Background: an optimization exercise with open tools, aiming at small area. Do not read the settings as production practice. RTL that was checked went through simulation tests only; none was proved equivalent to the original. No activity file was given, so power comes from the tool's default toggle rates.

Setup of build 81:
==> flow/design.v (excerpt) <==
module vector_unit_top (
    input  logic                  clk_i,
    input  logic                  rst_n_i,
    input  logic                  wb_cyc_i,
    input  logic                  wb_stb_i,
    input  logic                  wb_we_i,
    input  logic [5-1:0] wb_adr_i,
    input  logic [32-1:0] wb_dat_i,
    input  logic [3:0]            wb_sel_i,
    output logic [32-1:0] wb_dat_o,
    output logic                  wb_ack_o
);
==> flow/config.mk <==
export PLATFORM = sky130hd
export DESIGN_NAME = vector_unit_top
export DESIGN_NICKNAME = vector_unit_top
export VERILOG_FILES = /design/flow/design.v
export SDC_FILE = /design/flow/constraint.sdc
export NUM_CORES = 4
export LEC_CHECK = 0
export CAP_MARGIN = 20
export CORE_MARGIN = 2
export CORE_UTILIZATION = 60
export CTS_BUF_LIST = sky130_fd_sc_hd__clkbuf_4 sky130_fd_sc_hd__clkbuf_8
export CTS_CLUSTER_DIAMETER = 100
export CTS_CLUSTER_SIZE = 40
export PLACE_DENSITY = 0.8
export SLEW_MARGIN = 20
==> flow/constraint.sdc <==
create_clock -name core_clock -period 5.0 [get_ports {clk_i}]
set_input_delay 1.0000 -clock core_clock [delete_from_list [all_inputs] [get_ports {clk_i}]]
set_output_delay 1.0000 -clock core_clock [all_outputs]
set_load 0.01 [all_outputs]
standard.sh (not shown) runs the stock make flow with config.mk's settings and CLKGATE_MAP_FILE= SYNTH_SCRIPT=/design/flow/synth_recipe.tcl, a recipe that flattens the netlist after the stock synthesis.
==> flow/flow/run.sh <==
#!/bin/bash
# Layout flow: the standard ORFS flow (standard.sh), with these changes
# in how the layout is made:
#  - synthesis maps the logic with the area-oriented ABC script in
#    flow/abc.script; the rest of the synthesis script is ORFS's own, so the
#    registers and their names are those of the standard synthesis;
#  - the port buffers are sky130_fd_sc_hd__buf_1 cells;
set -euo pipefail
HERE=$PWD
FLOWDIR=$HERE/flow

# Synthesis script: the standard flow's, sourcing ORFS's synth.tcl with the ABC script
# swapped for ours
sed "/source \$::env(SCRIPTS_DIR)\/synth_preamble.tcl/a set abc_args [lreplace \$abc_args 1 1 $FLOWDIR/abc.script]" \
    "$FLOW_HOME/scripts/synth.tcl" > "$HERE/synth_own.tcl"
sed "s|source \$::env(SCRIPTS_DIR)/synth.tcl|source $HERE/synth_own.tcl|" \
    "$HERE/synth_recipe.tcl" > "$HERE/synth_recipe_own.tcl"
grep -q "synth_own.tcl" "$HERE/synth_recipe_own.tcl"
grep -q "abc.script" "$HERE/synth_own.tcl"

args=(SYNTH_SCRIPT="$HERE/synth_recipe_own.tcl"
      "BUFFER_PORTS_ARGS=-buffer_cell sky130_fd_sc_hd__buf_1")
if [[ -f "$FLOWDIR/make_args.txt" ]]; then
    while IFS= read -r line; do
        [[ -n "$line" ]] && args+=("$line")
    done < "$FLOWDIR/make_args.txt"
fi
bash "$HERE/standard.sh" "${args[@]}" finish > "$HERE/standard.log" 2>&1
==> flow/flow/abc.script <==
strash
dch -f
amap -F 3
topo
stime -c
==> flow/flow/make_args.txt <==
ADDER_MAP_FILE=
CTS_ARGS=-sink_clustering_enable -repair_clock_nets -sink_clustering_size 40 -sink_clustering_max_diameter 100 -buf_list {sky130_fd_sc_hd__clkbuf_4 sky130_fd_sc_hd__clkbuf_8} -dont_use_dummy_load
Build 81 completed; timing, DRC and antenna clean
[inputs] build 4 vs build 81
==> flow/flow/make_args.txt <==
ADDER_MAP_FILE=
CTS_ARGS=-sink_clustering_enable -repair_clock_nets -sink_clustering_size 40 -sink_clustering_max_diameter 100 -root_buf sky130_fd_sc_hd__clkbuf_8 -buf_list {sky130_fd_sc_hd__clkbuf_4} -dont_use_dummy_load
## What came out
Build 81 reached the final stage; the timing, design-rule and antenna checks on its layout passed. Build 4 finished end to end and its layout was clean on timing, DRC and antenna. Summary of build 4 over build 81: setup TNS saw little to no change; wire length saw a decrease; fraction of final layout cells sized beyond drive strength 1 saw little to no change; final standard cell area without fillers saw a decrease. Diff build 4 and build 81: total power lower in build 4. Between build 4 and build 81, the post-layout instance count excluding filler cells does not differ in any meaningful way. When build 4 is measured against build 81, its clock network contribution to total cell area turns out 1.1 points lower. Build 81 -> build 4: count of non-CTS buffers in the layout flat. In the metrics for build 4 and build 81, the one carrying the lower internal cell power is build 4. Of build 4 and build 81, it is build 4 that has the higher sequential share of layout area.
Here is what was changed in the inputs of build 30 compared with build 4.
Settings: CORE_UTILIZATION: 60 -> 65; PLACE_DENSITY: 0.8 -> 0.84.
==> flow/flow/make_args.txt <==
ADDER_MAP_FILE=
CTS_ARGS=-sink_clustering_enable -repair_clock_nets -sink_clustering_size 40 -sink_clustering_max_diameter 100 -buf_list {sky130_fd_sc_hd__clkbuf_4 sky130_fd_sc_hd__clkbuf_8} -dont_use_dummy_load
### Flow results
Looking at internal power consumption across build 30 and build 4, the one that comes out higher is build 30.
Relative to build 4, design area increased by 1.2% in build 30.
Insertion delay to the later sink of the worst-skew pair is higher on build 30
Delta(met2 routing resource usage after global routing, build 30 - build 4) > 0

Setup of v18:
vector_unit_top, a different RTL version from the one above (not shown whole).
Size: roughly 120 flip-flops, ~79 I/O pins.
==> flow/config.mk <==
export PLATFORM = sky130hd
export DESIGN_NAME = vector_unit_top
export DESIGN_NICKNAME = vector_unit_top
export VERILOG_FILES = /design/flow/design.v
export SDC_FILE = /design/flow/constraint.sdc
export NUM_CORES = 4
export LEC_CHECK = 0
export CAP_MARGIN = 20
export CORE_MARGIN = 2
export CORE_UTILIZATION = 50
export CTS_BUF_LIST = sky130_fd_sc_hd__clkbuf_4 sky130_fd_sc_hd__clkbuf_8
export CTS_CLUSTER_DIAMETER = 100
export CTS_CLUSTER_SIZE = 40
export GPL_TIMING_DRIVEN = 0
export PLACE_DENSITY = 0.7
export SLEW_MARGIN = 20
==> flow/constraint.sdc <==
create_clock -name core_clock -period 5.0 [get_ports {clk_i}]
set_input_delay 1.0000 -clock core_clock [delete_from_list [all_inputs] [get_ports {clk_i}]]
set_output_delay 1.0000 -clock core_clock [all_outputs]
set_load 0.01 [all_outputs]
==> flow/flow/run.sh <==
#!/bin/bash
# Layout flow: the standard ORFS flow, with three changes in how the
# layout is made:
#  - synthesis maps the logic with the ABC script in flow/abc.script (the
#    rest of the synthesis script is ORFS's own, unchanged);
#  - the port buffers are sky130_fd_sc_hd__buf_1 cells;
#  - extra make variables from flow/make_args.txt, one per line.
# Each tool's full output goes to a log file in this folder.
set -euo pipefail
HERE=$PWD
FLOWDIR=$HERE/flow

# Synthesis script: the standard flow's, sourcing ORFS's synth.tcl with the ABC script
# swapped for ours
sed "/source \$::env(SCRIPTS_DIR)\/synth_preamble.tcl/a set abc_args [lreplace \$abc_args 1 1 $FLOWDIR/abc.script]" \
    "$FLOW_HOME/scripts/synth.tcl" > "$HERE/synth_own.tcl"
sed "s|source \$::env(SCRIPTS_DIR)/synth.tcl|source $HERE/synth_own.tcl|" \
    "$HERE/synth_recipe.tcl" > "$HERE/synth_recipe_own.tcl"
grep -q "synth_own.tcl" "$HERE/synth_recipe_own.tcl"
grep -q "abc.script" "$HERE/synth_own.tcl"

args=(SYNTH_SCRIPT="$HERE/synth_recipe_own.tcl"
      "BUFFER_PORTS_ARGS=-buffer_cell sky130_fd_sc_hd__buf_1")
if [[ -f "$FLOWDIR/make_args.txt" ]]; then
    while IFS= read -r line; do
        [[ -n "$line" ]] && args+=("$line")
    done < "$FLOWDIR/make_args.txt"
fi
bash "$HERE/standard.sh" "${args[@]}" finish > "$HERE/standard.log" 2>&1
==> flow/flow/make_args.txt <==
ADDER_MAP_FILE=
CTS_ARGS=-sink_clustering_enable -repair_clock_nets -sink_clustering_size 40 -sink_clustering_max_diameter 100 -buf_list {sky130_fd_sc_hd__clkbuf_4 sky130_fd_sc_hd__clkbuf_8} -dont_use_dummy_load
Scripts as last shown in full above: flow/flow/abc.script
Input changes introduced in v35 (baseline for comparison: v18):
- clearing GPL_TIMING_DRIVEN, which used to be 0
Findings:
- Relative to v18, maximum frequency has gone up in v35.
- Lower total length of routed wires was reported by v35, not v18.
- v35 against v18: count of placed standard cells including taps now sits higher; portion of total power attributed to the clock network now sits at about the same level; power now sits at about the same level; xor and xnor fraction of the mapped netlist area now sits at about the same level; summed area of non-filler cells in the final layout now sits at about the same level.
Setup changes, v35 to v23
- CORE_UTILIZATION changed from 50 to 60
- PLACE_DENSITY changed from 0.7 to 0.8
## What came out
Re final clock period utilization by the worst path: v35 was lower than v23. Changes observed in v23 relative to v35: area growth from synthesis to layout has decreased, relative contribution of combinational cells to total power essentially unchanged, number of rows in the core area now smaller, met3 track utilization from global routing decreased 1.1 points, clock network fraction of total power rose by 0.2 points. The higher cell area came out of v35. Summary — number of nets in the finished design, v23 relative to v35: lower, by 1.1%. Compared to v35, v23 leaves less free space in the core. Power essentially unchanged between v23 and v35. In the flow results for v35 and v23, the global-route usage is smaller on v35.
No functional check of the RTL was part of any run of this note.

## run 1
vector_unit_top, a different RTL version from the one above (not shown whole).
Size: about 1,000 cells after synthesis.
## vector_unit_top
module vector_unit_top (
    input  logic                  clk_i,
    input  logic                  rst_n_i,
    input  logic                  wb_cyc_i,
    input  logic                  wb_stb_i,
    input  logic                  wb_we_i,
    input  logic [5-1:0] wb_adr_i,
    input  logic [32-1:0] wb_dat_i,
    input  logic [3:0]            wb_sel_i,
    output logic [32-1:0] wb_dat_o,
    output logic                  wb_ack_o
);
export LEC_CHECK = 0
export CAP_MARGIN = 20
export CORE_MARGIN = 2
export CORE_UTILIZATION = 50
export CTS_BUF_LIST = sky130_fd_sc_hd__clkbuf_4 sky130_fd_sc_hd__clkbuf_8
export CTS_CLUSTER_DIAMETER = 100
export CTS_CLUSTER_SIZE = 40
export PLACE_DENSITY = 0.7
export SLEW_MARGIN = 20
create_clock -name core_clock -period 5.0 [get_ports {clk_i}]
==> flow/flow/abc.script <==
strash
dch -f
amap
topo
stime -c
==> flow/flow/make_args.txt <==
ADDER_MAP_FILE=
Scripts as last shown in full above: flow/flow/run.sh
Run 1: no failed stages, no open violations at the end
Input-level comparison between run 2 and run 1:
==> flow/flow/make_args.txt <==
ADDER_MAP_FILE=
CTS_ARGS=-sink_clustering_enable -repair_clock_nets -sink_clustering_size 40 -sink_clustering_max_diameter 100 -buf_list {sky130_fd_sc_hd__clkbuf_4 sky130_fd_sc_hd__clkbuf_8} -dont_use_dummy_load
Notes after the runs:
Clock network power consumption: run 2 vs run 1 down 27%. Design area improves in run 2 relative to run 1. Any difference in routed wire length between run 2 and run 1 is small enough to ignore. Looking at register-to-register setup slack, run 2 sits above run 1. [compare] base=run 1 new=run 2: peak fanout along the critical path has increased; total cell area at the placement stage roughly the same; clock period minus worst slack went down. The lower setup slack came out of run 1.
Relative to run 2, the following input files were edited for run 3:
==> flow/flow/abc.script <==
strash
dch -f
amap -F 3
topo
stime -c
Notes after the runs:
Setup slack in run 3 is smaller than in run 2.
Run 3 against run 2: multi-input combinational area share stayed essentially flat; hold slack fell by 4.3 ps; global-route usage fell by 1.8 points; xor/xnor cell area share of the yosys netlist rose by 0.78 points.
From run 2 to run 3 the numbers moved as follows: mapped cell area lost 3.2%, register fraction of the total cell area has increased, routed wire length decreased about 7%.
## Diff of input files: run 4 against run 3
Settings: changing CORE_UTILIZATION from 50 to 40; removing PLACE_DENSITY (formerly 0.7).
==> flow/flow/abc.script <==
strash
dch -f
amap
topo
stime -c
==> flow/flow/make_args.txt <==
ADDER_MAP_FILE=
Results
- On worst slack at placement: between run 3 and run 4, it ends up higher for run 3.
- On run 4: final critical-path required period is 28 ps lower than what run 3 gave.
- Summary of run 4 over run 3: multi-input logic area higher, first-pass GRT wire length higher, count of placed standard cells in the final layout, fillers left out higher, final non-filler cell area higher.
--- input diff run 4..run 5 ---
Settings: CAP_MARGIN now 0, was 20; SLEW_MARGIN now 0, was 20; CORE_UTILIZATION now 50, was 40; PLACE_DENSITY now 0.7, previously not set.
Notes after the runs:
Against run 4, run 5 comes in 0.92 points lower on layout-stage area growth over the synthesis result. End-of-flow core utilization: run 4 and run 5 compared, lower one is run 4. Taking run 4 over run 5, the height of the die ratio works out to 1.11. The critical path depth in run 4 is 0.875 times that in run 5. The lower clock share of power came out of run 5. From run 4 to run 5 the numbers moved as follows: clock-net power shrank by about 1%; total wire length after detailed routing has decreased; post-route standard cell area excluding fillers has decreased; final worst-path cycle share fell by 1.8 points.

-- separate check: timing with driven ports --
In the flow no input, the clock included, has a driving cell. The finished layouts below were timed again as built, in two steps. Step 1: set_driving_cell puts a clkbuf_16 on clk_i and a buf_2 on each other input, an assumption about the parent block. Step 2 times the ports against the registers' clock, not the clock port: input delays grow and output delays shrink by t, the midpoint of the rising clock arrivals with the driver on. Three values: ideal, step 1, step 2; two values: the first two.
run | shift t [ns] | setup WS [ns] | worst setup path after step 2 | worst slew at a driven data input, ns
build 81 | 0.478 | 0.324 / 0.324 / 0.324 | register to register | 0.04
build 4 | 0.448 | 0.297 / 0.297 / 0.297 | register to register | 0.03
build 30 | 0.486 | 0.422 / 0.422 / 0.422 | register to register | 0.04
v18 | 0.483 | 0.347 / 0.347 / 0.347 | register to register | 0.03
v35 | 0.475 | 0.566 / 0.566 / 0.566 | register to register | 0.03
v23 | 0.485 | 0.552 / 0.552 / 0.552 | register to register | 0.03
run 1 | 0.515 | 0.579 / 0.579 / 0.579 | register to register | 0.04
run 2 | 0.502 | 0.597 / 0.597 / 0.597 | register to register | 0.04
run 3 | 0.483 | 0.449 / 0.449 / 0.449 | register to register | 0.03
run 4 | 0.510 | 0.477 / 0.477 / 0.477 | register to register | 0.04
run 5 | 0.518 | 0.568 / 0.568 / 0.568 | register to register | 0.04
After both steps setup and hold are still met in every run listed.
